What follows belongs to an exercise in optimizing a design on an open flow for small area, a short achievable clock period and few clock cycles per item; a production flow would make more cautious choices. Only simulation tests tie the RTL to the original design; equivalence was not proved.

==> flow/design.v (outline; a module is shown in full before it is edited, if it fits) <==
// module nps_ram: 57 lines
// module nps_dist: 90 lines
// module nps_sqsum: 3904 lines
// module nps_div: 96 lines
// module nearest_path_segment_search_top: 367 lines
module nearest_path_segment_search_top #(
    parameter int PATH_DEPTH  = nps_pkg::PATH_DEPTH_DEF,
    parameter int COORD_WIDTH = nps_pkg::COORD_WIDTH_DEF,
    parameter int NL          = 2,
    parameter logic [24:0] REGM = 25'b1111111111111111101010100
) (
    input  logic                              clk,
    input  logic                              rst_n,
    input  logic                              cfg_we,
    input  logic                              cfg_index,
    input  logic [nps_pkg::CFG_DATA_W-1:0]    cfg_data,
    input  logic                              in_valid,
    output logic                              in_ready,
    input  logic                              opcode,
    input  logic [nps_pkg::INDEX_W-1:0]       point_index,
    input  logic signed [COORD_WIDTH-1:0]     coord_x,
    input  logic signed [COORD_WIDTH-1:0]     coord_y,
    output logic                              out_valid,
    input  logic                              out_ready,
    output logic [nps_pkg::INDEX_W-1:0]       target_index
);
  // ...
==> flow/flow/run.sh <==
#!/bin/bash
set -euo pipefail
cd "$(dirname "${BASH_SOURCE[0]}")/.."
bash standard.sh SETUP_SLACK_MARGIN=6.0 finish > flow_standard.log 2>&1
==> flow/standard.sh <==
#!/bin/bash
# synth_recipe.tcl (not shown) runs the flow's synth.tcl, then flattens the netlist and writes it again
# the make line also repeats each setting of config.mk as NAME=value (left out here)
make -C /OpenROAD-flow-scripts/flow DESIGN_CONFIG=/design/flow/config.mk WORK_HOME=/design/flow/orfs CLKGATE_MAP_FILE= SYNTH_SCRIPT=/design/flow/synth_recipe.tcl "${@:-finish}"
==> flow/config.mk <==
export PLATFORM = sky130hd
export DESIGN_NAME = nearest_path_segment_search_top
export DESIGN_NICKNAME = nearest_path_segment_search_top
export VERILOG_FILES = /design/flow/design.v
export SDC_FILE = /design/flow/constraint.sdc
export NUM_CORES = 4
export LEC_CHECK = 0
export ABC_CLOCK_PERIOD_IN_PS = 3500
export CAP_MARGIN = 20
export CORE_MARGIN = 2
export CORE_UTILIZATION = 55
export CTS_CLUSTER_DIAMETER = 100
export CTS_CLUSTER_SIZE = 30
export PLACE_DENSITY = 0.65
export SLEW_MARGIN = 20
==> flow/constraint.sdc <==
create_clock -name core_clock -period 10.0 [get_ports {clk}]
set_input_delay 2.0000 -clock core_clock [delete_from_list [all_inputs] [get_ports {clk}]]
set_output_delay 2.0000 -clock core_clock [all_outputs]
set_load 0.01 [all_outputs]
==> summary.txt, run 1 <==
Final layout
  – Multi-input gate area: 274,000 um^2
  – Layout clock area frac: 0.0260
  – Fin area: 528,000 um^2

Min path
  – Worst hold path endpoint: g_lane[1].u_dj.g_st[2].g_mid.rad_n[4]
  – Min-Delay Path Class: flip-flop to flip-flop

Worst setup path
  – Crit path to: u_div.g_st[0].g_ln[0].rem_o[24]
  – Flop2flop setup slack: 5370 ps
  – CP max-delay cell: or4b_4
  – Crit path largest cell delay: 550 ps

Routing
  – Vias: 345,000
  – Vias per Instance: 5.81
  – DRT Pass-1 Iters: 6
  – DRT met1 WL: 605,000 um
  – Met3 wire len: 86,200 um
  – Remaining DRCs: 0

Status
  – Status: finished clean

Synth
  – Synth async-reset ratio: 0.00894
  – Main combinational cell family by area after synthesis: adder cells
  – Post-synth cell types: 100

CTS
  – Num CTS Buffers: 422
  – Clock root buffer master: clkbuf_16
  – CTS tree: built
  – Setup bufs post-CTS: 396

Placement
  – Area after DPL: 493,000 um^2
  – Post-place setup slack: 3890 ps

Global route
  – M3 GR Usage: 0.0352
  – Met1 usage: 0.404
  – Remaining global-route overflow: 0

Die
  – CORE AREA: 871,000 um^2

STA
  – Final count of pins violating max slew: 0
  – FMAX: 0.216 GHz
  – Setup ws final: 5370 ps
Testbench counts, summed over its fixed seeds: cycles 9,792, queries 192.
==> module nps_div, before the edit <==
module nps_div #(
    parameter int NL = 1,
    parameter int SW = 1
) (
    input  logic                   clk,
    input  logic [24:0]            den,
    input  logic [NL-1:0][9:0]     rem0,
    input  logic [NL-1:0][15:0]    dvd,
    input  logic [NL-1:0]          sat,
    input  logic [NL-1:0][SW-1:0]  side_in,
    output logic [NL-1:0][31:0]    quo,
    output logic [NL-1:0][SW-1:0]  side_out
);
    localparam int NS = 16;
    for (genvar k = 0; k < NS; k++)
    begin : g_st
        localparam int QI = (2 * k > 16) ? 2 * k : 16;
        localparam int QO = (2 * k + 2 > 16) ? 2 * k + 2 : 16;
        logic [24:0] den_i, den_o;
        logic [26:0] den3_i, den3_o;
        if (k == 0)
        begin : g_d0
            assign den_i  = ~den;
            assign den3_i = ~(27'(den) + {1'b0, den, 1'b0});
        end
        else
        begin : g_dn
            assign den_i  = g_st[k-1].den_o;
            assign den3_i = g_st[k-1].den3_o;
        end
        always_ff @(posedge clk)
        begin
            den_o  <= den_i;
            den3_o <= den3_i;
        end
        for (genvar l = 0; l < NL; l++)
        begin : g_ln
            logic [24:0]    rem_i, rem_c, rem_o;
            logic [QI-1:0]  qd_i;
            logic [QO-1:0]  qd_c, qd_o;
            logic           sat_i, sat_o;
            logic [SW-1:0]  side_i, side_o;
            logic [26:0]    r;
            logic [27:0]    d1, d2, d3;
            logic           ge1, ge2, ge3;
            logic [1:0]     q;
            if (k == 0)
            begin : g_i0
                assign rem_i  = 25'(rem0[l]);
                assign qd_i   = dvd[l];
                assign sat_i  = sat[l];
                assign side_i = side_in[l];
            end
            else
            begin : g_in
                assign rem_i  = g_st[k-1].g_ln[l].rem_o;
                assign qd_i   = g_st[k-1].g_ln[l].qd_o;
                assign sat_i  = g_st[k-1].g_ln[l].sat_o;
                assign side_i = g_st[k-1].g_ln[l].side_o;
            end
            if (k < 8)
            begin : g_b
                assign r    = {rem_i, qd_i[15:14]};
                assign qd_c = {qd_i[13:0], q};
            end
            else
            begin : g_z
                assign r    = {rem_i, 2'b00};
                assign qd_c = {qd_i, q};
            end
            assign d1  = {1'b0, r} + {3'b111, den_i} + 28'd1;
            assign d2  = {1'b0, r} + {2'b11, den_i, 1'b1} + 28'd1;
            assign d3  = {1'b0, r} + {1'b1, den3_i} + 28'd1;
            assign ge1 = !d1[27];
            assign ge2 = !d2[27];
            assign ge3 = !d3[27];
            assign q   = ge3 ? 2'd3 : (ge2 ? 2'd2 : (ge1 ? 2'd1 : 2'd0));
            assign rem_c = ge3 ? d3[24:0] : (ge2 ? d2[24:0] : (ge1 ? d1[24:0] : r[24:0]));
            always_ff @(posedge clk)
            begin
                qd_o   <= qd_c;
                sat_o  <= sat_i;
                side_o <= side_i;
                if (k < NS - 1)
                begin
                    rem_o <= rem_c;
                end
            end
        end
    end
    for (genvar l = 0; l < NL; l++)
    begin : g_out
        assign quo[l]      = g_st[NS-1].g_ln[l].sat_o ? 32'hFFFF_FFFF : g_st[NS-1].g_ln[l].qd_o;
        assign side_out[l] = g_st[NS-1].g_ln[l].side_o;
    end
endmodule
==> module nearest_path_segment_search_top, before the edit <==
module nearest_path_segment_search_top #(
    parameter int PATH_DEPTH  = nps_pkg::PATH_DEPTH_DEF,
    parameter int COORD_WIDTH = nps_pkg::COORD_WIDTH_DEF,
    parameter int NL          = 2,
    parameter logic [24:0] REGM = 25'b1111111111111111101010100
) (
    input  logic                              clk,
    input  logic                              rst_n,
    input  logic                              cfg_we,
    input  logic                              cfg_index,
    input  logic [nps_pkg::CFG_DATA_W-1:0]    cfg_data,
    input  logic                              in_valid,
    output logic                              in_ready,
    input  logic                              opcode,
    input  logic [nps_pkg::INDEX_W-1:0]       point_index,
    input  logic signed [COORD_WIDTH-1:0]     coord_x,
    input  logic signed [COORD_WIDTH-1:0]     coord_y,
    output logic                              out_valid,
    input  logic                              out_ready,
    output logic [nps_pkg::INDEX_W-1:0]       target_index
);
    localparam int CW    = COORD_WIDTH;
    localparam int NQ    = NL + 2;                       
    localparam int QCW   = $clog2(NQ + 1);
    localparam int LAST  = 64;                           
    localparam int D_DST = 4 + ones24(REGM);              
    localparam int D_DIV = 16;                           
    localparam int D_ALL = D_DST + 1 + D_DIV;            
    function automatic int ones24(input logic [24:0] m);
        int c;
        c = 0;
        for (int i = 0; i < 24; i++)
        begin
            c = c + int'(m[i]);
        end
        ones24 = c;
    endfunction
    logic [nps_pkg::PATH_LEN_W-1:0]  path_length_reg;
    logic [nps_pkg::LOOKAHEAD_W-1:0] lookahead_reg;
    logic [6:0]                      n;
    always_ff @(posedge clk or negedge rst_n)
    begin
        if (!rst_n)
        begin
            path_length_reg <= '0;
            lookahead_reg   <= nps_pkg::LOOKAHEAD_RST;
        end
        else if (cfg_we)
        begin
            case (cfg_index)
                nps_pkg::CFG_PATH_LENGTH: path_length_reg <= cfg_data[nps_pkg::PATH_LEN_W-1:0];
                nps_pkg::CFG_LOOKAHEAD:   lookahead_reg   <= cfg_data[nps_pkg::LOOKAHEAD_W-1:0];
                default:         ;
            endcase
        end
    end
    assign n = (path_length_reg > 7'd64) ? 7'd64 : path_length_reg;
    logic                 in_ready_reg;
    logic                 iv, iop;
    logic [5:0]           iidx;
    logic signed [CW-1:0] ix, iy;
    logic                 accept;
    assign in_ready = in_ready_reg;
    assign accept   = in_valid && in_ready_reg;
    logic [NL-1:0]        busy, busy_n;
    logic [NL-1:0][6:0]   hcnt, hcnt_n;
    logic [NL-1:0]        avail, avail_n;
    logic [NL-1:0]        sel;
    logic                 fire, fire_q, fire_w;
    logic [QCW-1:0]       outst, outst_n;
    logic                 iv_n, iop_n, fire_n;
    logic                 pop;
    always_comb
    begin
        for (int l = 0; l < NL; l++)
        begin
            avail[l] = !busy[l] || (hcnt[l] == 7'(LAST));
        end
        sel = '0;
        for (int l = NL - 1; l >= 0; l--)
        begin
            if (avail[l])
            begin
                sel    = '0;
                sel[l] = 1'b1;
            end
        end
    end
    assign fire_q = iv && iop && (|avail) && (outst < QCW'(NQ));
    assign fire_w = iv && !iop && (&avail);
    assign fire   = fire_q || fire_w;
    always_comb
    begin
        for (int l = 0; l < NL; l++)
        begin
            if (fire_q && sel[l])
            begin
                busy_n[l] = 1'b1;
                hcnt_n[l] = '0;
            end
            else if (busy[l] && (hcnt[l] != 7'(LAST)))
            begin
                busy_n[l] = 1'b1;
                hcnt_n[l] = hcnt[l] + 7'd1;
            end
            else
            begin
                busy_n[l] = 1'b0;
                hcnt_n[l] = '0;
            end
            avail_n[l] = !busy_n[l] || (hcnt_n[l] == 7'(LAST));
        end
        iv_n    = accept ? 1'b1 : (fire ? 1'b0 : iv);
        iop_n   = accept ? opcode : iop;
        outst_n = outst + QCW'(fire_q) - QCW'(pop);
        fire_n  = iv_n && (iop_n ? ((|avail_n) && (outst_n < QCW'(NQ))) : (&avail_n));
    end
    always_ff @(posedge clk or negedge rst_n)
    begin
        if (!rst_n)
        begin
            in_ready_reg <= 1'b0;
            iv           <= 1'b0;
            iop          <= 1'b0;
            busy         <= '0;
            hcnt         <= '0;
            outst        <= '0;
        end
        else
        begin
            in_ready_reg <= !iv_n || fire_n;
            iv           <= iv_n;
            iop          <= iop_n;
            busy         <= busy_n;
            hcnt         <= hcnt_n;
            outst        <= outst_n;
        end
    end
    always_ff @(posedge clk)
    begin
        if (accept)
        begin
            iidx <= point_index;
            ix   <= coord_x;
            iy   <= coord_y;
        end
    end
    logic [5:0]        pos;
    logic [2*CW-1:0]   head, prev;
    nps_ram #(
        .WIDTH (2 * CW),
        .DEPTH (PATH_DEPTH)
    ) u_ram (
        .clk   (clk),
        .rst_n (rst_n),
        .we    (fire_w),
        .waddr (iidx),
        .wdata ({ix, iy}),
        .pos   (pos),
        .head  (head),
        .prev  (prev)
    );
    logic [24:0] len;
    nps_dist #(
        .REGM (REGM)
    ) u_len (
        .clk  (clk),
        .ax   (head[2*CW-1:CW]),
        .ay   (head[CW-1:0]),
        .bx   (prev[2*CW-1:CW]),
        .by   (prev[CW-1:0]),
        .root (len)
    );
    logic [NL-1:0][CW-1:0] rx, ry;
    logic [NL-1:0][24:0]   dj, di;
    always_ff @(posedge clk)
    begin
        for (int l = 0; l < NL; l++)
        begin
            if (fire_q && sel[l])
            begin
                rx[l] <= ix;
                ry[l] <= iy;
            end
        end
        di <= dj;
    end
    for (genvar l = 0; l < NL; l++)
    begin : g_lane
        nps_dist #(
            .REGM (REGM)
        ) u_dj (
            .clk  (clk),
            .ax   (head[2*CW-1:CW]),
            .ay   (head[CW-1:0]),
            .bx   (rx[l]),
            .by   (ry[l]),
            .root (dj[l])
        );
    end
    logic [24:0]              den_r;
    logic                     lnz_r;
    logic [NL-1:0][26:0]      d3_r;
    logic [NL-1:0]            fl_r;
    logic [NL-1:0][25:0]      num;
    logic [NL-1:0][9:0]       rem0;
    logic [NL-1:0][15:0]      dvd;
    logic [NL-1:0]            sat;
    logic [NL-1:0][1:0]       side_r;
    logic [NL-1:0][31:0]      quo;
    logic [NL-1:0][1:0]       side_q;
    always_ff @(posedge clk)
    begin
        den_r <= len;
        lnz_r <= (len != '0);
        for (int l = 0; l < NL; l++)
        begin
            d3_r[l] <= 27'(di[l]) + 27'(dj[l]) - 27'(len);
            fl_r[l] <= (25'(dj[l]) < 25'(lookahead_reg));
        end
    end
    always_comb
    begin
        for (int l = 0; l < NL; l++)
        begin
            num[l]    = d3_r[l][26] ? 26'd0 : d3_r[l][25:0];
            rem0[l]   = num[l][25:16];
            dvd[l]    = num[l][15:0];
            sat[l]    = (den_r[24:10] == '0) && (num[l][25:16] >= den_r[9:0]);
            side_r[l] = {lnz_r, fl_r[l]};
        end
    end
    nps_div #(
        .NL (NL),
        .SW (2)
    ) u_div (
        .clk      (clk),
        .den      (den_r),
        .rem0     (rem0),
        .dvd      (dvd),
        .sat      (sat),
        .side_in  (side_r),
        .quo      (quo),
        .side_out (side_q)
    );
    logic [5:0]                  tpos;
    logic [NL-1:0]               mark;
    logic [NL-1:0]               tact;
    logic [NL-1:0][6:0]          tcnt;
    logic [NL-1:0]               emit;
    logic [NL-1:0]               found;
    logic [NL-1:0][31:0]         best_ratio;
    logic [NL-1:0][5:0]          best_pos;
    logic [NL-1:0][5:0]          best_end;
    logic [6:0]                  tp7;
    logic                        seg_ok;
    assign tp7    = {1'b0, tpos};
    always_comb
    begin
        for (int l = 0; l < NL; l++)
        begin
            mark[l] = busy[l] && (hcnt[l] == 7'(D_ALL));
        end
    end
    assign seg_ok = (tpos != 6'd0) && (tp7 < n);
    always_ff @(posedge clk or negedge rst_n)
    begin
        if (!rst_n)
        begin
            tpos <= 6'(64 - (D_ALL % 64));
            tact <= '0;
            tcnt <= '0;
            emit <= '0;
        end
        else
        begin
            tpos <= tpos + 6'd1;
            for (int l = 0; l < NL; l++)
            begin
                emit[l] <= tact[l] && (tcnt[l] == 7'(LAST));
                if (mark[l])
                begin
                    tact[l] <= 1'b1;
                    tcnt[l] <= 7'd1;
                end
                else if (tact[l])
                begin
                    tcnt[l] <= tcnt[l] + 7'd1;
                    if (tcnt[l] == 7'(LAST))
                    begin
                        tact[l] <= 1'b0;
                    end
                end
            end
        end
    end
    always_ff @(posedge clk)
    begin
        for (int l = 0; l < NL; l++)
        begin
            if (mark[l])
            begin
                found[l] <= 1'b0;
            end
            else if (tact[l] && seg_ok && side_q[l][1]
                     && (!found[l] || (quo[l] < best_ratio[l])
                         || ((quo[l] == best_ratio[l]) && (tpos < best_pos[l]))))
            begin
                found[l]      <= 1'b1;
                best_ratio[l] <= quo[l];
                best_pos[l]   <= tpos;
                best_end[l]   <= (side_q[l][0] && ((tp7 + 7'd1) < n)) ? (tpos + 6'd1) : tpos;
            end
        end
    end
    logic [5:0]           res;
    logic                 push;
    logic [NQ-1:0][5:0]   q;
    logic [QCW-1:0]       qcnt, qcnt_n;
    logic                 out_valid_reg;
    logic [QCW-1:0]       wpos;
    always_comb
    begin
        res  = '0;
        push = 1'b0;
        for (int l = 0; l < NL; l++)
        begin
            if (emit[l])
            begin
                push = 1'b1;
                res  = found[l] ? best_end[l] : ((n == 7'd0) ? 6'd0 : 6'(n - 7'd1));
            end
        end
    end
    assign pop       = out_valid_reg && out_ready;
    assign qcnt_n    = qcnt + QCW'(push) - QCW'(pop);
    assign wpos      = qcnt - QCW'(pop);
    assign out_valid = out_valid_reg;
    assign target_index = q[0];
    always_ff @(posedge clk or negedge rst_n)
    begin
        if (!rst_n)
        begin
            qcnt          <= '0;
            out_valid_reg <= 1'b0;
        end
        else
        begin
            qcnt          <= qcnt_n;
            out_valid_reg <= (qcnt_n != '0);
        end
    end
    always_ff @(posedge clk)
    begin
        for (int i = 0; i < NQ; i++)
        begin
            if (push && (wpos == QCW'(i)))
            begin
                q[i] <= res;
            end
            else if (pop)
            begin
                q[i] <= (i + 1 < NQ) ? q[(i + 1 < NQ) ? i + 1 : i] : q[i];
            end
        end
    end
endmodule
==> run 2: changes to the inputs <==
--- a/flow/design.v
+++ b/flow/design.v
@@ -4077,2 +4077,3 @@
     input  logic [24:0]            den,
+    input  logic [26:0]            den3,
     input  logic [NL-1:0][9:0]     rem0,
@@ -4094,3 +4095,3 @@
             assign den_i  = ~den;
-            assign den3_i = ~(27'(den) + {1'b0, den, 1'b0});
+            assign den3_i = ~den3;
         end
@@ -4369,2 +4370,3 @@
     logic [24:0]              den_r;
+    logic [26:0]              den3_r;
     logic                     lnz_r;
@@ -4376,5 +4378,6 @@
     logic [NL-1:0]            sat;
-    logic [NL-1:0][1:0]       side_r;
+    logic [NL-1:0][2:0]       side_r;
     logic [NL-1:0][31:0]      quo;
-    logic [NL-1:0][1:0]       side_q;
+    logic [NL-1:0][2:0]       side_q;
+    logic [NL-1:0][31:0]      ratio;
     always_ff @(posedge clk)
@@ -4382,2 +4385,3 @@
         den_r <= len;
+        den3_r <= 27'(len) + {1'b0, len, 1'b0};
         lnz_r <= (len != '0);
@@ -4394,6 +4398,6 @@
             num[l]    = d3_r[l][26] ? 26'd0 : d3_r[l][25:0];
-            rem0[l]   = num[l][25:16];
-            dvd[l]    = num[l][15:0];
+            rem0[l]   = d3_r[l][25:16];
+            dvd[l]    = d3_r[l][15:0];
             sat[l]    = (den_r[24:10] == '0) && (num[l][25:16] >= den_r[9:0]);
-            side_r[l] = {lnz_r, fl_r[l]};
+            side_r[l] = {d3_r[l][26], lnz_r, fl_r[l]};
         end
@@ -4402,3 +4406,3 @@
         .NL (NL),
-        .SW (2)
+        .SW (3)
     ) u_div (
@@ -4406,2 +4410,3 @@
         .den      (den_r),
+        .den3     (den3_r),
         .rem0     (rem0),
@@ -4464,2 +4469,9 @@
     end
+    always_comb
+    begin
+        for (int l = 0; l < NL; l++)
+        begin
+            ratio[l] = side_q[l][2] ? 32'd0 : quo[l];
+        end
+    end
     always_ff @(posedge clk)
@@ -4473,7 +4485,7 @@
             else if (tact[l] && seg_ok && side_q[l][1]
-                     && (!found[l] || (quo[l] < best_ratio[l])
-                         || ((quo[l] == best_ratio[l]) && (tpos < best_pos[l]))))
+                     && (!found[l] || (ratio[l] < best_ratio[l])
+                         || ((ratio[l] == best_ratio[l]) && (tpos < best_pos[l]))))
             begin
                 found[l]      <= 1'b1;
-                best_ratio[l] <= quo[l];
+                best_ratio[l] <= ratio[l];
                 best_pos[l]   <= tpos;
--- a/flow/config.mk
+++ b/flow/config.mk
@@ -10,6 +10,6 @@
 export CORE_MARGIN = 2
-export CORE_UTILIZATION = 55
-export CTS_CLUSTER_DIAMETER = 100
-export CTS_CLUSTER_SIZE = 30
-export PLACE_DENSITY = 0.65
+export CORE_UTILIZATION = 60
+export CTS_CLUSTER_DIAMETER = 90
+export CTS_CLUSTER_SIZE = 25
+export PLACE_DENSITY = 0.7
 export SLEW_MARGIN = 20
==> run 2 against run 1 <==
Compared with the run above:
- still clean on timing, DRC and antenna
- sequential share of layout area rose by 0.55 points
- clock-buffer cell count grew 109
- cell area down 0.85%
- synthesized area decreased by 0.58%
- flip-flop and latch count up 58
- via count fell by 1.3%
- cell count down 2.7%
- critical path type unchanged
==> summary.txt, run 2 <==
Worst setup path
  – Critical path class: flip-flop to flip-flop (unchanged)
  – CP Max Fanout: 5 (was 8)
  – Worst reg2reg endpoint: g_lane[1].u_dj.u_sq.r1783 (was u_div.g_st[0].g_ln[0].rem_o[24])
  – Depth of the most critical reg-to-reg path: 11 (was 16)
  – CP required: 11,030 ps (was 11,040 ps)
  – Flop2flop setup slack: 5860 ps (was 5370 ps)
  – RR Startpoint: g_lane[1].u_dj.dx[13] (was d3_r[26])
  – Crit path capture type: flip-flop (unchanged)
  – CP startpoint kind: flip-flop (unchanged)
  – Worst endpoint data arrival time: 5170 ps (was 5670 ps)

CTS
  – H-tree levels: 6 (was 5)
  – Clock slew at reported path FFs: 100 ps (was 110 ps)
  – Worst skew pair latency: 1160 ps (was 1180 ps)
  – CTS sink cnt: 9,683 (was 9,625)
  – Clock root buffer master: clkbuf_16 (unchanged)
  – CTS tree: built (unchanged)
  – Clock Path Buffers: 4 (unchanged)
  – Num CTS Buffers: 525 (was 422)
  – Number of hold buffers added after cts: 0 (unchanged)

STA
  – RSZ-0062 raised after global routing: yes (unchanged)
  – Final hold violation count: 0 (unchanged)
  – Worst clock skew: 107 ps (was 132 ps)
  – Final setup fails: 0 (unchanged)
  – FMAX: 0.241 GHz (was 0.216 GHz)
  – Slew @ Worst Pin: 1350 ps (was 1320 ps)
  – Crit share post-route: 0.414 (was 0.463)
  – Slew Limit Headroom: 0.0748 (was 0.117)
  – Setup TNS: 0 ps (unchanged)
  – Hold Slack: 298 ps (was 273 ps)
  – Post-layout min period: 4140 ps (was 4630 ps)
  – Final count of pins violating max slew: 0 (unchanged)

Synth
  – Syn Area/Cell: 10.2 um^2 (was 10.1 um^2)
  – Area leader, netlist: dfxtp_1 (unchanged)
  – Top cells by area, synth: dfxtp_1 39%, ha_1 10%, mux2_2 8.1%, fa_1 7.3%, xnor2_1 3.3% (was dfxtp_1 39%, ha_1 10%, mux2_2 8.0%, fa_1 7.2%, xnor2_1 3.4%)
  – Synth async-reset ratio: 0.00888 (was 0.00894)
  – Ys flop type: dfxtp_1 (unchanged)
  – Synth Warn #: 5 (unchanged)
  – Netlist Area Pre-Place: 477,000 um^2 (was 480,000 um^2)
  – Yosys reg bits: 9,683 (was 9,625)
  – Synth top cells by count: 9,335 x dfxtp_1, 3,994 x ha_1, 3,429 x inv_1 (was 9,277 x dfxtp_1, 3,953 x ha_1, 3,462 x inv_1)
  – Post-synth cell types: 108 (was 100)
  – EDFF count, synth: 262 (unchanged)
  – Post-synthesis sequential area ratio: 0.413 (was 0.408)
  – Top-count cell post-synth: dfxtp_1 (unchanged)
  – Post-Syn Nets: 52,600 (was 53,200)
  – Synth top area share: 0.392 (was 0.387)
  – Post-Syn Instances: 46,800 (was 47,500)

Final layout
  – Most frequent cells in the layout: 8,938 x dfxtp_1, 3,939 x ha_1, 3,415 x mux2_2 (was 8,873 x dfxtp_1, 3,885 x ha_1, 3,412 x mux2_2)
  – Reg with most FFs: u_ram.mem (unchanged)
  – Commonest non-fill, non-tap cell in the layout: dfxtp_1 (unchanged)
  – Share of layout cells above drive strength 1: 0.150 (was 0.157)
  – Largest registers: u_ram.mem x3072, g_lane.u_dj.g_st.g_mid.rad_n x784, u_div.g_st.g_ln.rem_o x750 (unchanged)
  – Largest register FFs: 3,072 (unchanged)
  – Nets: 52,800 (was 53,400)
  – Area growth, synth to finish: 9.73% (was 10.0%)

Die
  – Die Ht: 896 um (was 938 um)
  – CORE AREA: 793,000 um^2 (was 871,000 um^2)
  – Total die area: 803,000 um^2 (was 880,000 um^2)
  – Die Wd: 896 um (was 938 um)
  – Core Rows: 327 (was 343)
  – Initial cell density of the core: 0.602 (was 0.551)
  – Ports: 92 (unchanged)

Placement
  – Port Buffers: 91 (unchanged)
  – GPL Wtd Cong: 0.954 (was 0.937)
  – Post-DP HPWL: 931,000 um (was 967,000 um)

Global route
  – Vias in the first global route: 336,000 (was 339,000)
  – Initial antenna violation count: 72 (was 117)
  – Remaining global-route overflow: 0 (unchanged)
  – Largest net degree at the start of global routing: 95 (unchanged)
  – Global-route wire length before repair: 1,970,000 um (was 2,030,000 um)
  – Tot GR Track Use: 0.311 (was 0.294)

Min path
  – Worst hold path endpoint: u_len.g_st[11].g_mid.rad_n[23] (was g_lane[1].u_dj.g_st[2].g_mid.rad_n[4])
  – Min-Delay Path Class: flip-flop to flip-flop (unchanged)
  – Worst hold path depth: 0 (unchanged)
  – Hold Startpoint: u_len.g_st[10].g_mid.rad_n[23] (was g_lane[1].u_dj.u_sq.rad[4])

Routing
  – Total routed wirelength: 1,320,000 um (was 1,360,000 um)
  – DR iter-0 viols: 26,500 (was 26,700)
  – Antenna-violating nets left: 0 (unchanged)
  – WL per Instance: 22.8 um (was 22.9 um)
  – Vias per Instance: 5.89 (was 5.81)
  – Remaining DRCs: 0 (unchanged)
  – Vias: 341,000 (was 345,000)
  – DRT Pass-1 Iters: 6 (unchanged)

Job
  – Max Cap Viol: 0 (unchanged)

Status
  – Status: finished clean (unchanged)
run 2: cell count changes in the layout (fill, tap and decap cells not counted), moves of 54 or more:
cell	previous run	this run
ha_1	3885	3939
dfxtp_1	8873	8938
buf_4	811	708
or2_2	228	141
and2_1	1289	1188
nand2_1	2628	2816
clkbuf_16	495	593
nor2_1	2695	2606
run 2: layer usage:
| layer | GRT usage | wire length (um) | up-vias |
|---|---|---|---|
| met4 | 0.122 | 63900 | 24 |
| met5 | 0 | 161 | - |
| met1 | 0.421 | 574000 | 166000 |
| met2 | 0.509 | 598000 | 10600 |
| met3 | 0.0423 | 86700 | 2794 |
| li1 | - | - | 162000 |
run 2: worst max path at each step:
stage	slack (ps)	to	startpoint	depth (start not counted)
final	5860	g_lane[1].u_dj.u_sq.r1783	g_lane[1].u_dj.dx[13]	11
after global routing	5850	g_lane[1].u_dj.u_sq.r1783	g_lane[1].u_dj.dx[13]	11
after CTS	5900	u_len.g_st[15].rem_o[16]	u_len.g_st[14].root_o[0]	14
after detailed placement	4970	q[1]	out_ready	8
after global placement	4970	q[10]	out_ready	8
after floorplan	5700	best_end[0]	u_div.g_st[15].g_ln[0].sat_o	15
run 2: metrics by stage:
stage	util	cell area [um^2]	instances	setup slack (ps)
finish	0.661	524000	57900	5860
global route	0.660	524000	57900	5850
CTS	0.649	515000	57400	5900
detailed placement	0.617	489000	56200	4970
global placement	0.617	489000	56200	4970
floorplan	-	477000	46800	5700
run 2: worst max-delay path, stage by stage, from the launching register on:
cell	delay [ps]
dfxtp_4	440
buf_12	160
clkinvlp_4	240
nor2_4	160
fa_2	450
inv_2	70
fa_1	430
inv_2	80
fa_1	430
fa_2	570
fa_1	470
fa_2	560
run 2: cell families after synthesis:
logic type | Yosys count | synth area share
fa+ha+maj | 5730 | 0.178
compound gates | 9837 | 0.130
mux | 3693 | 0.0864
flops | 9683 | 0.413
buf+inv | 4994 | 0.0396
simple gates | 10000 | 0.101
xor+xnor | 2873 | 0.0528
run 2: layout make-up:
class	instances	area [um^2]
well taps	10500	13200
clock inverters	194	3160
clock buffers	587	13600
inverters	3435	13100
multi-input cells	32200	268000
flip-flops and latches	9683	198000
repair buffers	1196	14400
diodes	82	205
fillers	61600	269000
run 2: what timing repair did:
action | CTS | global route
cloned | 88 | 77
setup buffers | 277 | 342
setup endpoints to repair | 1428 | 1442
resized for setup | 1213 | 1155
pin swaps | 220 | 537
Testbench counts of run 2, summed over its fixed seeds: cycles 9,792, queries 192.
==> run 3: changes to the inputs <==
==> flow/flow/run.sh (replaced) <==
#!/bin/bash
set -euo pipefail
cd "$(dirname "${BASH_SOURCE[0]}")/.."
bash standard.sh SETUP_SLACK_MARGIN=5.85 finish > flow_standard.log 2>&1
==> run 3 against run 2 <==
Compared with the run above:
- the layout now fails its checks (max-capacitance violations, max-slew violations)
- register-to-register slack better by 40 ps
- highest routed layer unchanged
- clock skew grew 23 ps
==> summary.txt, run 3 <==
Placement
  – GPL Wtd Cong: 0.942 (was 0.954)
  – Port Buffers: 91 (unchanged)
  – Post-DP HPWL: 931,000 um (about the same)

STA
  – Setup TNS: 0 ps (unchanged)
  – Final setup fails: 0 (unchanged)
  – Slew @ Worst Pin: 1490 ps (was 1350 ps)
  – Slew Limit Headroom: -0.00294 (was 0.0748)
  – RSZ-0062 raised after global routing: yes (unchanged)
  – Final count of pins violating max slew: 1 (was 0)
  – FMAX: 0.244 GHz (was 0.241 GHz)
  – Hold Slack: 260 ps (was 298 ps)
  – Crit share post-route: 0.410 (was 0.414)
  – Worst clock skew: 129 ps (was 107 ps)
  – Post-layout min period: 4100 ps (was 4140 ps)
  – Final hold violation count: 0 (unchanged)

Die
  – Initial cell density of the core: 0.602 (unchanged)
  – Die Wd: 896 um (unchanged)
  – Ports: 92 (unchanged)
  – CORE AREA: 793,000 um^2 (unchanged)
  – Core Rows: 327 (unchanged)
  – Die Ht: 896 um (unchanged)
  – Total die area: 803,000 um^2 (unchanged)

Min path
  – Worst hold path endpoint: u_len.g_st[2].g_mid.rad_n[31] (was u_len.g_st[11].g_mid.rad_n[23])
  – Hold Startpoint: u_len.u_sq.rad[31] (was u_len.g_st[10].g_mid.rad_n[23])
  – Min-Delay Path Class: flip-flop to flip-flop (unchanged)
  – Worst hold path depth: 0 (unchanged)

Final layout
  – Nets: 52,400 (was 52,800)
  – Commonest non-fill, non-tap cell in the layout: dfxtp_1 (unchanged)
  – Area growth, synth to finish: 8.03% (was 9.73%)
  – Reg with most FFs: u_ram.mem (unchanged)
  – Largest registers: u_ram.mem x3072, g_lane.u_dj.g_st.g_mid.rad_n x784, u_div.g_st.g_ln.rem_o x750 (unchanged)
  – Share of layout cells above drive strength 1: 0.130 (was 0.150)
  – Largest register FFs: 3,072 (unchanged)
  – Most frequent cells in the layout: 9,035 x dfxtp_1, 3,975 x ha_1, 3,417 x mux2_2 (was 8,938 x dfxtp_1, 3,939 x ha_1, 3,415 x mux2_2)

Worst setup path
  – CP max-delay cell: fa_1 (was fa_2)
  – RR Startpoint: u_div.g_st[0].g_ln[0].qd_o[15] (was g_lane[1].u_dj.dx[13])
  – Crit path largest cell delay: 430 ps (was 570 ps)
  – Worst endpoint data arrival time: 5110 ps (was 5170 ps)
  – Worst reg2reg endpoint: u_div.g_st[1].g_ln[0].rem_o[0] (was g_lane[1].u_dj.u_sq.r1783)
  – Cell family with most CP delay: compound AO/OA/AOI/OAI gates (was adder cells)
  – Crit path cell chain: inv_1 -> ha_1 -> inv_1 -> fa_1 -> a211oi_2 -> o21ai_1 -> a211o_1 -> o21ai_2 -> a31oi_1 -> and2_1 -> o21a_1 -> o21ai_1 -> a22o_2 -> buf_12 -> nand2_1 -> nand2_1 -> mux2i_4 (was buf_12 -> clkinvlp_4 -> nor2_4 -> fa_2 -> inv_2 -> fa_1 -> inv_2 -> fa_1 -> fa_2 -> fa_1 -> fa_2)
  – Depth of the most critical reg-to-reg path: 17 (was 11)
  – Worst path buffer plus inverter count: 3 (was 4)
  – Critical path class: flip-flop to flip-flop (unchanged)
  – Crit. Startpoint: u_div.g_st[0].g_ln[0].qd_o[15] (was g_lane[1].u_dj.dx[13])
  – Crit path capture type: flip-flop (unchanged)
  – CP Max Fanout: 23 (was 5)
  – CP required: 11,010 ps (was 11,030 ps)
  – CP startpoint kind: flip-flop (unchanged)
  – Flop2flop setup slack: 5900 ps (was 5860 ps)

Routing
  – WL per Instance: 22.4 um (was 22.8 um)
  – Total routed wirelength: 1,290,000 um (was 1,320,000 um)
  – DR iter-0 viols: 25,900 (was 26,500)
  – Vias: 337,000 (was 341,000)
  – Antenna-violating nets left: 0 (unchanged)
  – DRT Pass-1 Iters: 9 (was 6)
  – Remaining DRCs: 0 (unchanged)
  – Vias per Instance: 5.87 (was 5.89)

Synth
  – Top-count cell post-synth: dfxtp_1 (unchanged)
  – Synth top area share: 0.392 (unchanged)
  – Post-synth cell types: 108 (unchanged)
  – Yosys reg bits: 9,683 (unchanged)
  – Post-synthesis sequential area ratio: 0.413 (unchanged)
  – EDFF count, synth: 262 (unchanged)
  – Synth async-reset ratio: 0.00888 (unchanged)
  – Area leader, netlist: dfxtp_1 (unchanged)
  – Ys flop type: dfxtp_1 (unchanged)
  – Synth Warn #: 5 (unchanged)
  – Top cells by area, synth: dfxtp_1 39%, ha_1 10%, mux2_2 8.1%, fa_1 7.3%, xnor2_1 3.3% (unchanged)
  – Post-Syn Nets: 52,600 (unchanged)
  – Netlist Area Pre-Place: 477,000 um^2 (unchanged)
  – Post-Syn Instances: 46,800 (unchanged)
  – Syn Area/Cell: 10.2 um^2 (unchanged)
  – Synth top cells by count: 9,335 x dfxtp_1, 3,994 x ha_1, 3,429 x inv_1 (unchanged)

Global route
  – Remaining global-route overflow: 0 (unchanged)
  – Tot GR Track Use: 0.305 (was 0.311)
  – Vias in the first global route: 332,000 (was 336,000)
  – Global-route wire length before repair: 1,940,000 um (was 1,970,000 um)
  – Initial antenna violation count: 64 (was 72)
  – Largest net degree at the start of global routing: 95 (unchanged)

Status
  – Status: complete, but fails checks (was finished clean)
  – Violated Checks: max-capacitance violations, max-slew violations

CTS
  – Worst skew pair latency: 1160 ps (about the same)
  – CTS tree: built (unchanged)
  – Clock root buffer master: clkbuf_16 (unchanged)
  – CTS sink cnt: 9,683 (unchanged)
  – H-tree levels: 6 (unchanged)
  – Clock slew at reported path FFs: 100 ps (about the same)
  – Clock Path Buffers: 4 (unchanged)
  – Num CTS Buffers: 521 (was 525)

Job
  – Max Cap Viol: 1 (was 0)
run 3: layout make-up:
cell class | count | area [um^2]
Fill cell | 62700 | 277000
Tap cell | 10500 | 13200
Clock inverter | 181 | 3210
Antenna cell | 65 | 163
Timing Repair Buffer | 782 | 8910
Sequential cell | 9683 | 198000
Multi-Input combinational cell | 32200 | 266000
Inverter | 3435 | 13000
Clock buffer | 581 | 13400
run 3: logic make-up after synthesis:
kind of cell	share of synthesized area
AOI/OAI and AO/OA	0.130
adders and majority gates	0.178
buffers and inverters	0.0396
DFF	0.413
and+or+nand+nor	0.101
muxes	0.0864
xor gates and xnor gates	0.0528
run 3: metal layers:
metal	part of all wire	global-route usage
met2	0.46	0.502
met5	0.000066	0
met4	0.045	0.112
met1	0.44	0.415
met3	0.060	0.0366
run 3: worst register-to-register path: stages, from the launching register on:
cell      delay (ps)
dfxtp_1          400
inv_1            120
ha_1             170
inv_1             50
fa_1             430
a211oi_2         260
o21ai_1          180
a211o_1          380
o21ai_2          240
a31oi_1          160
and2_1           210
o21a_1           200
o21ai_1          200
a22o_2           240
buf_12           190
nand2_1          100
nand2_1          140
mux2i_4          300
run 3: metrics by stage:
stage	instances	cell area, um^2	setup slack [ps]	util
after floorplan	46800	477000	5700	-
after global placement	56200	489000	4870	0.617
after detailed placement	56200	489000	4890	0.617
after CTS	57100	509000	5830	0.642
after global routing	57400	516000	5780	0.650
final	57400	516000	5900	0.650
run 3: timing repair:
item                                     CTS  global route
cloned                                    21            63
buffers inserted                          97           198
endpoints found under the setup margin  1247          1351
pin swaps                                 69           175
hold buffers                               0             0
resized for setup                        616           855
hold endpoints to repair                   0             0
run 3: worst max-delay path by stage:
stage | slack, ps | cells after the start | endpoint
final | 5900 | 17 | u_div.g_st[1].g_ln[0].rem_o[0]
after global routing | 5780 | 15 | g_lane[0].u_dj.dx[0]
after CTS | 5830 | 18 | u_len.u_sq.rad[45]
after detailed placement | 4890 | 14 | u_div.g_st[10].g_ln[0].rem_o[1]
after global placement | 4870 | 14 | u_div.g_st[10].g_ln[0].rem_o[1]
after floorplan | 5700 | 15 | best_end[0]
==> run 4: changes to the inputs <==
==> flow/flow/run.sh (replaced) <==
#!/bin/bash
set -euo pipefail
cd "$(dirname "${BASH_SOURCE[0]}")/.."
bash standard.sh SETUP_SLACK_MARGIN=6.2 finish > flow_standard.log 2>&1
--- a/flow/config.mk
+++ b/flow/config.mk
@@ -10,6 +10,6 @@
 export CORE_MARGIN = 2
-export CORE_UTILIZATION = 60
+export CORE_UTILIZATION = 66
 export CTS_CLUSTER_DIAMETER = 90
 export CTS_CLUSTER_SIZE = 25
-export PLACE_DENSITY = 0.7
+export PLACE_DENSITY = 0.76
 export SLEW_MARGIN = 20
==> run 4 against run 3 <==
Compared with the run above:
- now clean on timing, DRC and antenna
- non-clock buffer count is 927 higher
- core utilization rose by 8.4 points
- synthesized area did not move
- synthesized cell count is the same
- critical path depth decreased by 6
- first-iteration DRC count rose by 15%
- fmax down 2.0%
- clock skew grew 27 ps
- register-to-register slack got worse by 80 ps
- wire length up 5.4%
- largest cell class unchanged
==> summary.txt, run 4 <==
Placement
  – Post-place setup slack: 4870 ps (was 4890 ps)
  – Post-DP HPWL: 915,000 um (was 931,000 um)
  – Port Buffers: 91 (unchanged)
  – Area after DPL: 488,000 um^2 (was 489,000 um^2)
  – GPL Wtd Cong: 0.962 (was 0.942)

Final layout
  – Largest registers: u_ram.mem x3072, g_lane.u_dj.g_st.g_mid.rad_n x784, u_div.g_st.g_ln.rem_o x750 (unchanged)
  – Nets: 53,300 (was 52,400)
  – Sequential Area: 198,000 um^2 (about the same)
  – Post-layout util: 0.734 (was 0.650)
  – Filler cells: 49,900 (was 62,700)
  – Largest register FFs: 3,072 (unchanged)
  – Commonest non-fill, non-tap cell in the layout: dfxtp_1 (unchanged)
  – Area growth, synth to finish: 11.0% (was 8.03%)
  – Multi-input gate area: 272,000 um^2 (was 266,000 um^2)
  – Fin area: 530,000 um^2 (was 516,000 um^2)
  – Reg with most FFs: u_ram.mem (unchanged)
  – Share of layout cells above drive strength 1: 0.172 (was 0.130)
  – Most frequent cells in the layout: 8,847 x dfxtp_1, 3,870 x ha_1, 3,409 x mux2_2 (was 9,035 x dfxtp_1, 3,975 x ha_1, 3,417 x mux2_2)

Worst setup path
  – Critical path class: flip-flop to flip-flop (unchanged)
  – Crit path cell chain: buf_12 -> buf_12 -> and2_4 -> fa_2 -> fa_1 -> inv_2 -> fa_2 -> inv_2 -> fa_1 -> fa_1 -> fa_2 (was inv_1 -> ha_1 -> inv_1 -> fa_1 -> a211oi_2 -> o21ai_1 -> a211o_1 -> o21ai_2 -> a31oi_1 -> and2_1 -> o21a_1 -> o21ai_1 -> a22o_2 -> buf_12 -> nand2_1 -> nand2_1 -> mux2i_4)
  – Crit path largest cell delay: 590 ps (was 430 ps)
  – CP max-delay cell: fa_1 (unchanged)
  – CP Max Fanout: 4 (was 23)
  – CP required: 11,040 ps (was 11,010 ps)
  – CP startpoint kind: flip-flop (unchanged)
  – Worst endpoint data arrival time: 5220 ps (was 5110 ps)
  – Crit path capture type: flip-flop (unchanged)

Routing
  – DR iter-0 viols: 29,900 (was 25,900)
  – WL per Instance: 23.7 um (was 22.4 um)
  – Remaining DRCs: 0 (unchanged)
  – Vias per Instance: 6.09 (was 5.87)
  – Total routed wirelength: 1,360,000 um (was 1,290,000 um)
  – DRT Pass-1 Iters: 9 (unchanged)
  – Vias: 350,000 (was 337,000)
  – Antenna-violating nets left: 0 (unchanged)

Synth
  – Synth top cells by count: 9,335 x dfxtp_1, 3,994 x ha_1, 3,429 x inv_1 (unchanged)
  – Top cells by area, synth: dfxtp_1 39%, ha_1 10%, mux2_2 8.1%, fa_1 7.3%, xnor2_1 3.3% (unchanged)
  – Synth Warn #: 5 (unchanged)
  – Synth async-reset ratio: 0.00888 (unchanged)
  – EDFF count, synth: 262 (unchanged)
  – Post-Syn Nets: 52,600 (unchanged)
  – Area leader, netlist: dfxtp_1 (unchanged)
  – Netlist Area Pre-Place: 477,000 um^2 (unchanged)
  – Syn Area/Cell: 10.2 um^2 (unchanged)
  – Yosys reg bits: 9,683 (unchanged)
  – Top-count cell post-synth: dfxtp_1 (unchanged)
  – Post-Syn Instances: 46,800 (unchanged)
  – Synth top area share: 0.392 (unchanged)
  – Post-synth cell types: 108 (unchanged)
  – Ys flop type: dfxtp_1 (unchanged)
  – Post-synthesis sequential area ratio: 0.413 (unchanged)

STA
  – Crit share post-route: 0.419 (was 0.410)
  – Post-layout min period: 4190 ps (was 4100 ps)
  – Final hold violation count: 0 (unchanged)
  – Final setup fails: 0 (unchanged)
  – Hold Slack: 266 ps (was 260 ps)
  – Setup TNS: 0 ps (unchanged)
  – Setup ws final: 5810 ps (was 5900 ps)
  – Slew @ Worst Pin: 1210 ps (was 1490 ps)
  – RSZ-0062 raised after global routing: yes (unchanged)
  – Final count of pins violating max slew: 0 (was 1)
  – FMAX: 0.239 GHz (was 0.244 GHz)
  – Slew Limit Headroom: 0.185 (was -0.00294)
  – Worst clock skew: 156 ps (was 129 ps)

Global route
  – Largest net degree at the start of global routing: 95 (unchanged)
  – Met1 usage: 0.457 (was 0.415)
  – Met2 Usage GRT: 0.565 (was 0.502)
  – Initial antenna violation count: 90 (was 64)
  – M3 GR Usage: 0.0585 (was 0.0366)
  – Grt peak-use layer: met2 (unchanged)
  – Global-route wire length before repair: 2,010,000 um (was 1,940,000 um)
  – Tot GR Track Use: 0.349 (was 0.305)
  – Remaining global-route overflow: 0 (unchanged)
  – Vias in the first global route: 343,000 (was 332,000)

CTS
  – Number of hold buffers added after cts: 0 (unchanged)
  – Clock root buffer master: clkbuf_16 (unchanged)
  – Clock slew at reported path FFs: 100 ps (about the same)
  – H-tree levels: 5 (was 6)
  – Worst skew pair latency: 1190 ps (was 1160 ps)
  – CTS sink cnt: 9,683 (unchanged)
  – CTS tree: built (unchanged)
  – Num CTS Buffers: 480 (was 521)
  – Clock Path Buffers: 4 (unchanged)

Die
  – Initial cell density of the core: 0.662 (was 0.602)
  – Die Wd: 854 um (was 896 um)
  – Total die area: 730,000 um^2 (was 803,000 um^2)
  – CORE AREA: 721,000 um^2 (was 793,000 um^2)
  – Die Ht: 854 um (was 896 um)
  – Core Rows: 312 (was 327)
  – Ports: 92 (unchanged)

Job
  – Max Cap Viol: 0 (was 1)

Min path
  – Min-Delay Path Class: flip-flop to flip-flop (unchanged)

Status
  – Status: finished clean (was complete, but fails checks)
run 4: cell counts after synthesis:
Identical to the previous run, type by type.
run 4: timing repair:
action	CTS	global route
setup endpoints to repair	1621	1747
cloned	86	77
resized for setup	1806	1631
pin swaps	507	866
buffers inserted	701	489
run 4: per-stage QoR:
stage	cells
after floorplan	46800
after global placement	55200
final	57400
after global routing	57300
after CTS	56700
after detailed placement	55200
run 4: worst paths after layout:
kind,from,end,slack [ps],cells after the start
worst max register to register,g_lane[1].u_dj.dx[16],g_lane[1].u_dj.u_sq.r1762,5810,11
min in group asynchronous,rst_n,lookahead_reg[2],1020,1
worst max-delay path,g_lane[1].u_dj.dx[16],g_lane[1].u_dj.u_sq.r1762,5810,11
worst min-delay path,u_len.g_st[4].g_mid.rad_n[3],u_len.g_st[6].g_mid.rad_n[3],270,0
max in group asynchronous,rst_n,in_ready_reg,7640,2
worst min register to register,u_len.g_st[4].g_mid.rad_n[3],u_len.g_st[6].g_mid.rad_n[3],270,0
run 4: cell type report:
cell class | instances | area share
Clock inverter | 144 | 0.00453
Sequential cell | 9683 | 0.374
Clock buffer | 541 | 0.0235
Inverter | 3435 | 0.0248
Timing Repair inverter | 1 | 0.0000142
Timing Repair Buffer | 1709 | 0.0365
Tap cell | 9577 | 0.0226
Multi-Input combinational cell | 32200 | 0.514
Antenna cell | 96 | 0.000454
run 4: worst max-delay path, delay by kind of cell, from the launching register on:
kind / cells / cell delay (ps)
flops: 1 / 370
simple gates: 1 / 150
buf+inv: 4 / 400
fa+ha+maj: 6 / 3140
run 4: cells by family after synthesis:
logic type               share of synthesized area
XOR/XNOR                                    0.0528
flip-flops                                   0.413
buffers and inverters                       0.0396
multiplexers                                0.0864
adder cells (fa/ha/maj)                      0.178
AND/OR/NAND/NOR                              0.101
AO/OA/AOI/OAI                                0.130
run 4: metal layers:
metal  vias to the layer above  share of wire
met4                        34          0.060
met1                    170000           0.41
met2                     13800           0.45
met3                      3768          0.082
met5                         -        0.00016
li1                     162000              -
==> module nps_dist, before the edit <==
module nps_dist #(
    parameter logic [24:0] REGM = 25'h1FFFFFF
) (
    input  logic               clk,
    input  logic signed [23:0] ax,
    input  logic signed [23:0] ay,
    input  logic signed [23:0] bx,
    input  logic signed [23:0] by,
    output logic [24:0]        root
);
    localparam int NS = 25;
    logic [24:0] dx, dy;
    logic [49:0] rad;
    logic [24:0] ddx, ddy;
    assign ddx = 25'({ax[23], ax} - {bx[23], bx});
    assign ddy = 25'({ay[23], ay} - {by[23], by});
    always_ff @(posedge clk)
    begin
        dx <= {ddx[24], ddx[23:0] ^ {24{ddx[24]}}};
        dy <= {ddy[24], ddy[23:0] ^ {24{ddy[24]}}};
    end
    nps_sqsum u_sq (
        .clk (clk),
        .dx  (dx),
        .dy  (dy),
        .rad (rad)
    );
    for (genvar j = 0; j < NS; j++)
    begin : g_st
        logic [j+1:0]      rem_o;
        logic [j:0]        root_o;
        logic [49-2*j:0]   rad_i;
        logic [j+2:0]      rs;
        logic [j+2:0]      trial;
        logic [j+3:0]      diff;
        logic              ge;
        logic [j+1:0]      rem_c;
        logic [j:0]        root_c;
        if (j == 0)
        begin : g_first
            assign rad_i = rad;
            assign rs    = 3'(rad_i[49:48]);
            assign trial = 3'd1;
        end
        else
        begin : g_next
            assign rad_i = g_st[j-1].g_mid.rad_n;
            assign rs    = {g_st[j-1].rem_o, rad_i[49-2*j:48-2*j]};
            assign trial = {1'b0, g_st[j-1].root_o, 2'b01};
        end
        assign diff   = {1'b0, rs} - {1'b0, trial};
        assign ge     = !diff[j+3];
        assign rem_c  = ge ? diff[j+1:0] : rs[j+1:0];
        if (j == 0)
        begin : g_r0
            assign root_c = ge;
        end
        else
        begin : g_rn
            assign root_c = {g_st[j-1].root_o, ge};
        end
        if (j == NS - 1)
        begin : g_last
            always_ff @(posedge clk)
            begin
                root_o <= root_c;
            end
        end
        else
        begin : g_mid
            logic [47-2*j:0] rad_n;
            if (REGM[j])
            begin : g_reg
                always_ff @(posedge clk)
                begin
                    root_o <= root_c;
                    rem_o  <= rem_c;
                    rad_n  <= rad_i[47-2*j:0];
                end
            end
            else
            begin : g_comb
                assign root_o = root_c;
                assign rem_o  = rem_c;
                assign rad_n  = rad_i[47-2*j:0];
            end
        end
    end
    assign root = g_st[NS-1].root_o;
endmodule
==> run 5: changes to the inputs <==
--- a/flow/design.v
+++ b/flow/design.v
@@ -108,3 +108,3 @@
         logic [j+2:0]      rs;
-        logic [j+2:0]      trial;
+        logic [j+2:0]      trial_n;
         logic [j+3:0]      diff;
@@ -117,3 +117,3 @@
             assign rs    = 3'(rad_i[49:48]);
-            assign trial = 3'd1;
+            assign trial_n = 3'b110;
         end
@@ -123,5 +123,5 @@
             assign rs    = {g_st[j-1].rem_o, rad_i[49-2*j:48-2*j]};
-            assign trial = {1'b0, g_st[j-1].root_o, 2'b01};
+            assign trial_n = {1'b1, g_st[j-1].root_o, 2'b10};
         end
-        assign diff   = {1'b0, rs} - {1'b0, trial};
+        assign diff   = {1'b0, rs} + {1'b1, trial_n} + (j + 4)'(1);
         assign ge     = !diff[j+3];
@@ -130,3 +130,3 @@
         begin : g_r0
-            assign root_c = ge;
+            assign root_c = !ge;
         end
@@ -134,3 +134,3 @@
         begin : g_rn
-            assign root_c = {g_st[j-1].root_o, ge};
+            assign root_c = {g_st[j-1].root_o, !ge};
         end
@@ -163,3 +163,3 @@
     end
-    assign root = g_st[NS-1].root_o;
+    assign root = ~g_st[NS-1].root_o;
 endmodule
==> flow/flow/run.sh (replaced) <==
#!/bin/bash
set -euo pipefail
cd "$(dirname "${BASH_SOURCE[0]}")/.."
bash standard.sh SETUP_SLACK_MARGIN=6.0 finish > flow_standard.log 2>&1
--- a/flow/config.mk
+++ b/flow/config.mk
@@ -10,6 +10,6 @@
 export CORE_MARGIN = 2
-export CORE_UTILIZATION = 66
+export CORE_UTILIZATION = 60
 export CTS_CLUSTER_DIAMETER = 90
 export CTS_CLUSTER_SIZE = 25
-export PLACE_DENSITY = 0.76
+export PLACE_DENSITY = 0.7
 export SLEW_MARGIN = 20
==> run 5 against run 4 <==
Compared with the run above:
- still clean
- clock-buffer cell count fell by 1
- synthesized cell count fell by 2.5%
- clock skew rose by 9.0 ps
- worst hold slack improved by 0.92 ps
- synthesized area fell by 0.58%
- fmax fell by 0.43%
- critical path depth rose by 11
- die area rose by 9.3%
- core utilization fell by 7.5 points
- global-route usage fell by 3.5 points
- critical path type unchanged
==> summary.txt, run 5 <==
Status
  – Status: finished clean (unchanged)

Die
  – Die Ht: 893 um (was 854 um)
  – Initial cell density of the core: 0.602 (was 0.662)
  – Total die area: 798,000 um^2 (was 730,000 um^2)
  – Core Rows: 326 (was 312)
  – Ports: 92 (unchanged)
  – Die Wd: 893 um (was 854 um)
  – CORE AREA: 788,000 um^2 (was 721,000 um^2)

CTS
  – Worst skew pair latency: 1180 ps (was 1190 ps)
  – Clock Path Buffers: 4 (unchanged)
  – Clock slew at reported path FFs: 110 ps (was 100 ps)
  – CTS sink cnt: 9,683 (unchanged)
  – Number of hold buffers added after cts: 0 (unchanged)
  – Clock root buffer master: clkbuf_16 (unchanged)
  – CTS tree: built (unchanged)
  – H-tree levels: 5 (unchanged)
  – Num CTS Buffers: 482 (was 480)

Final layout
  – Area growth, synth to finish: 9.46% (was 11.0%)
  – Reg with most FFs: u_ram.mem (unchanged)
  – Most frequent cells in the layout: 8,971 x dfxtp_1, 3,953 x ha_1, 3,485 x mux2_2 (was 8,847 x dfxtp_1, 3,870 x ha_1, 3,409 x mux2_2)
  – Nets: 51,700 (was 53,300)
  – Post-layout util: 0.659 (was 0.734)
  – Largest register FFs: 3,072 (unchanged)
  – Commonest non-fill, non-tap cell in the layout: dfxtp_1 (unchanged)
  – Filler cells: 61,300 (was 49,900)
  – Share of layout cells above drive strength 1: 0.155 (was 0.172)
  – Largest registers: u_ram.mem x3072, g_lane.u_dj.g_st.g_mid.rad_n x784, u_div.g_st.g_ln.rem_o x750 (unchanged)

Synth
  – Top-count cell post-synth: dfxtp_1 (unchanged)
  – Netlist Area Pre-Place: 475,000 um^2 (was 477,000 um^2)
  – EDFF count, synth: 262 (unchanged)
  – Post-synthesis sequential area ratio: 0.415 (was 0.413)
  – Post-Syn Nets: 51,500 (was 52,600)
  – Ys flop type: dfxtp_1 (unchanged)
  – Post-synth cell types: 124 (was 108)
  – Synth Warn #: 5 (unchanged)
  – Top cells by area, synth: dfxtp_1 39%, ha_1 11%, mux2_2 8.3%, fa_1 7.3%, xnor2_1 3.5% (was dfxtp_1 39%, ha_1 10%, mux2_2 8.1%, fa_1 7.3%, xnor2_1 3.3%)
  – Synth async-reset ratio: 0.00888 (unchanged)
  – Syn Area/Cell: 10.4 um^2 (was 10.2 um^2)
  – Synth top cells by count: 9,335 x dfxtp_1, 3,994 x ha_1, 3,489 x mux2_2 (was 9,335 x dfxtp_1, 3,994 x ha_1, 3,429 x inv_1)
  – Yosys reg bits: 9,683 (unchanged)
  – Area leader, netlist: dfxtp_1 (unchanged)
  – Post-Syn Instances: 45,700 (was 46,800)
  – Synth top area share: 0.394 (was 0.392)

STA
  – RSZ-0062 raised after global routing: yes (unchanged)
  – FMAX: 0.238 GHz (was 0.239 GHz)
  – Slew Limit Headroom: 0.129 (was 0.185)
  – Final count of pins violating max slew: 0 (unchanged)
  – Post-layout min period: 4200 ps (was 4190 ps)
  – Final setup fails: 0 (unchanged)
  – Slew @ Worst Pin: 1300 ps (was 1210 ps)
  – Setup TNS: 0 ps (unchanged)
  – Worst clock skew: 165 ps (was 156 ps)
  – Crit share post-route: 0.420 (was 0.419)
  – Final hold violation count: 0 (unchanged)

Placement
  – GPL Wtd Cong: 0.944 (was 0.962)
  – Port Buffers: 91 (unchanged)
  – Post-DP HPWL: 933,000 um (was 915,000 um)

Global route
  – Global-route wire length before repair: 1,970,000 um (was 2,010,000 um)
  – Largest net degree at the start of global routing: 95 (unchanged)
  – Initial antenna violation count: 77 (was 90)
  – Vias in the first global route: 333,000 (was 343,000)
  – Tot GR Track Use: 0.314 (was 0.349)
  – Remaining global-route overflow: 0 (unchanged)

Routing
  – DRT Pass-1 Iters: 8 (was 9)
  – Total routed wirelength: 1,320,000 um (was 1,360,000 um)
  – DR iter-0 viols: 25,300 (was 29,900)
  – WL per Instance: 23.2 um (was 23.7 um)
  – Vias: 336,000 (was 350,000)
  – Remaining DRCs: 0 (unchanged)
  – Vias per Instance: 5.93 (was 6.09)
  – Antenna-violating nets left: 0 (unchanged)

Min path
  – Min-Delay Path Class: flip-flop to flip-flop (unchanged)

Worst setup path
  – Critical path's most frequent cell: a21o_1
  – Worst endpoint data arrival time: 5120 ps (was 5220 ps)
  – Crit path largest cell delay: 370 ps (was 590 ps)
  – Crit path capture type: flip-flop (unchanged)
  – CP required: 10,920 ps (was 11,040 ps)
  – CP max-delay cell: dfxtp_4 (was fa_1)
  – CP startpoint kind: flip-flop (unchanged)
  – CP Max Fanout: 7 (was 4)
  – Flop2flop setup slack: 5800 ps (was 5810 ps)
  – Critical path class: flip-flop to flip-flop (unchanged)
  – Crit path cell chain: ha_4 -> nor2b_4 -> o21ai_2 -> a21boi_2 -> o21ai_2 -> a21boi_2 -> or2_4 -> a21o_1 -> nand2_2 -> nand2_8 -> a21oi_4 -> ha_4 -> o21a_1 -> o21ai_2 -> nand2b_1 -> a21o_1 -> a21o_1 -> a21o_1 -> a21o_1 -> nand2_2 -> nand2_8 -> mux2_4 (was buf_12 -> buf_12 -> and2_4 -> fa_2 -> fa_1 -> inv_2 -> fa_2 -> inv_2 -> fa_1 -> fa_1 -> fa_2)

Job
  – Max Cap Viol: 0 (unchanged)
-- run 5: changes by cell type in the layout (fill, tap and decap cells not counted), sizes merged, moves of 81 or more --
cell / previous run / this run
nand2: 2840 / 2636
mux2i: 275 / 394
inv: 3459 / 2554
xnor2: 1804 / 1885
o21ai: 2326 / 2029
buf: 1528 / 1007
-- run 5: worst paths after layout --
| path | depth (start not counted) | startpoint | end |
|---|---|---|---|
| setup / recovery | 22 | g_lane[1].u_dj.g_st[6].root_o[0] | g_lane[1].u_dj.g_st[8].rem_o[3] |
| hold / removal | 0 | u_div.g_st[1].g_ln[0].qd_o[4] | u_div.g_st[2].g_ln[0].qd_o[6] |
| max in group asynchronous | 2 | rst_n | in_ready_reg |
| min in group asynchronous | 1 | rst_n | lookahead_reg[11] |
| setup reg to reg | 22 | g_lane[1].u_dj.g_st[6].root_o[0] | g_lane[1].u_dj.g_st[8].rem_o[3] |
| hold reg to reg | 0 | u_div.g_st[1].g_ln[0].qd_o[4] | u_div.g_st[2].g_ln[0].qd_o[6] |
-- run 5: critical path: cells and delay by family (launching register included) --
kind,cells,cell delay [ps]
compound gates,12,1940
fa+ha+maj,2,440
simple gates,7,910
mux,1,350
flops,1,370
-- run 5: final cells by class --
cell class                 count  area (um^2)  area share
antenna                       78          195    0.000376
clock buffer                 540        12500      0.0240
clock inverter               154         2490     0.00479
inverter                    2523         9670      0.0186
multi-input combinational  31900       269000       0.518
sequential                  9683       198000       0.381
tap                        10500        13100      0.0253
timing repair buffer        1204        14500      0.0280
-- run 5: cells by family (layout without fill, tap and decap cells) --
kind of cell | count (synthesis) | in the layout | synth area share
AOI/OAI and AO/OA | 9579 | 9594 | 0.130
xor gates and xnor gates | 2881 | 2881 | 0.0532
adders and majority gates | 5730 | 5730 | 0.179
buffers and inverters | 4056 | 4421 | 0.0328
DFF | 9683 | 9683 | 0.415
muxes | 3891 | 3892 | 0.0913
other | 0 | 78 | 0
and+or+nand+nor | 9839 | 9845 | 0.0997
-- run 5: stage by stage --
step                hold WS [ps]  cells  cell area [um^2]  setup WS (ps)
global placement             310  55000            486000           4250
floorplan                    310  45700            475000           6000
CTS                          246  56200            511000           5830
finish                       267  56600            519000           5800
detailed placement           312  55000            486000           4300
global route                 255  56600            519000           5660
-- run 5: timing repair --
action,4_1_cts,5_1_grt
pin swaps,286,556
endpoints found under the setup margin,1473,1355
cloned,88,47
hold endpoints to repair,0,0
setup buffers,389,283
resized for setup,1171,1248
-- run 5: metal layers --
metal,track usage,wire length [um]
met1,0.416,564000
met2,0.524,607000
met3,0.0415,82200
met4,0.121,62300
met5,0,177
Testbench counts of run 5, summed over its fixed seeds: cycles 9,792, queries 192.

-- afterwards: timing with drivers on the ports --
Ports are ideal in the flow. The routed layouts listed here were re-timed in OpenROAD.
Step 1 sets driving cells, clkbuf_16 on the clock port and buf_2 on the other inputs (assumed; they add their load-dependent delay and slew).
Step 2 also shifts input and output timing later by t, the mid clock arrival at the registers, as if the neighbouring blocks saw the same clock.
a / b / c = ideal ports / drivers / drivers and shift; a / b = the first two.
run | t (ns) | setup WS [ns] | worst data-port slew with drivers (ns)
run 1 | 1.271 | 5.365 / 5.365 / 5.293 | 0.09
run 2 | 1.268 | 5.856 / 5.856 / 5.074 | 0.08
run 3 | 1.241 | 5.898 / 5.898 / 4.980 | 0.11
run 4 | 1.262 | 5.813 / 5.813 / 5.313 | 0.12
run 5 | 1.252 | 5.795 / 5.795 / 5.031 | 0.09
For run 3, which loses most, drivers alone change the setup slack by 0.000 ns; drivers and shift together by -0.918 ns.
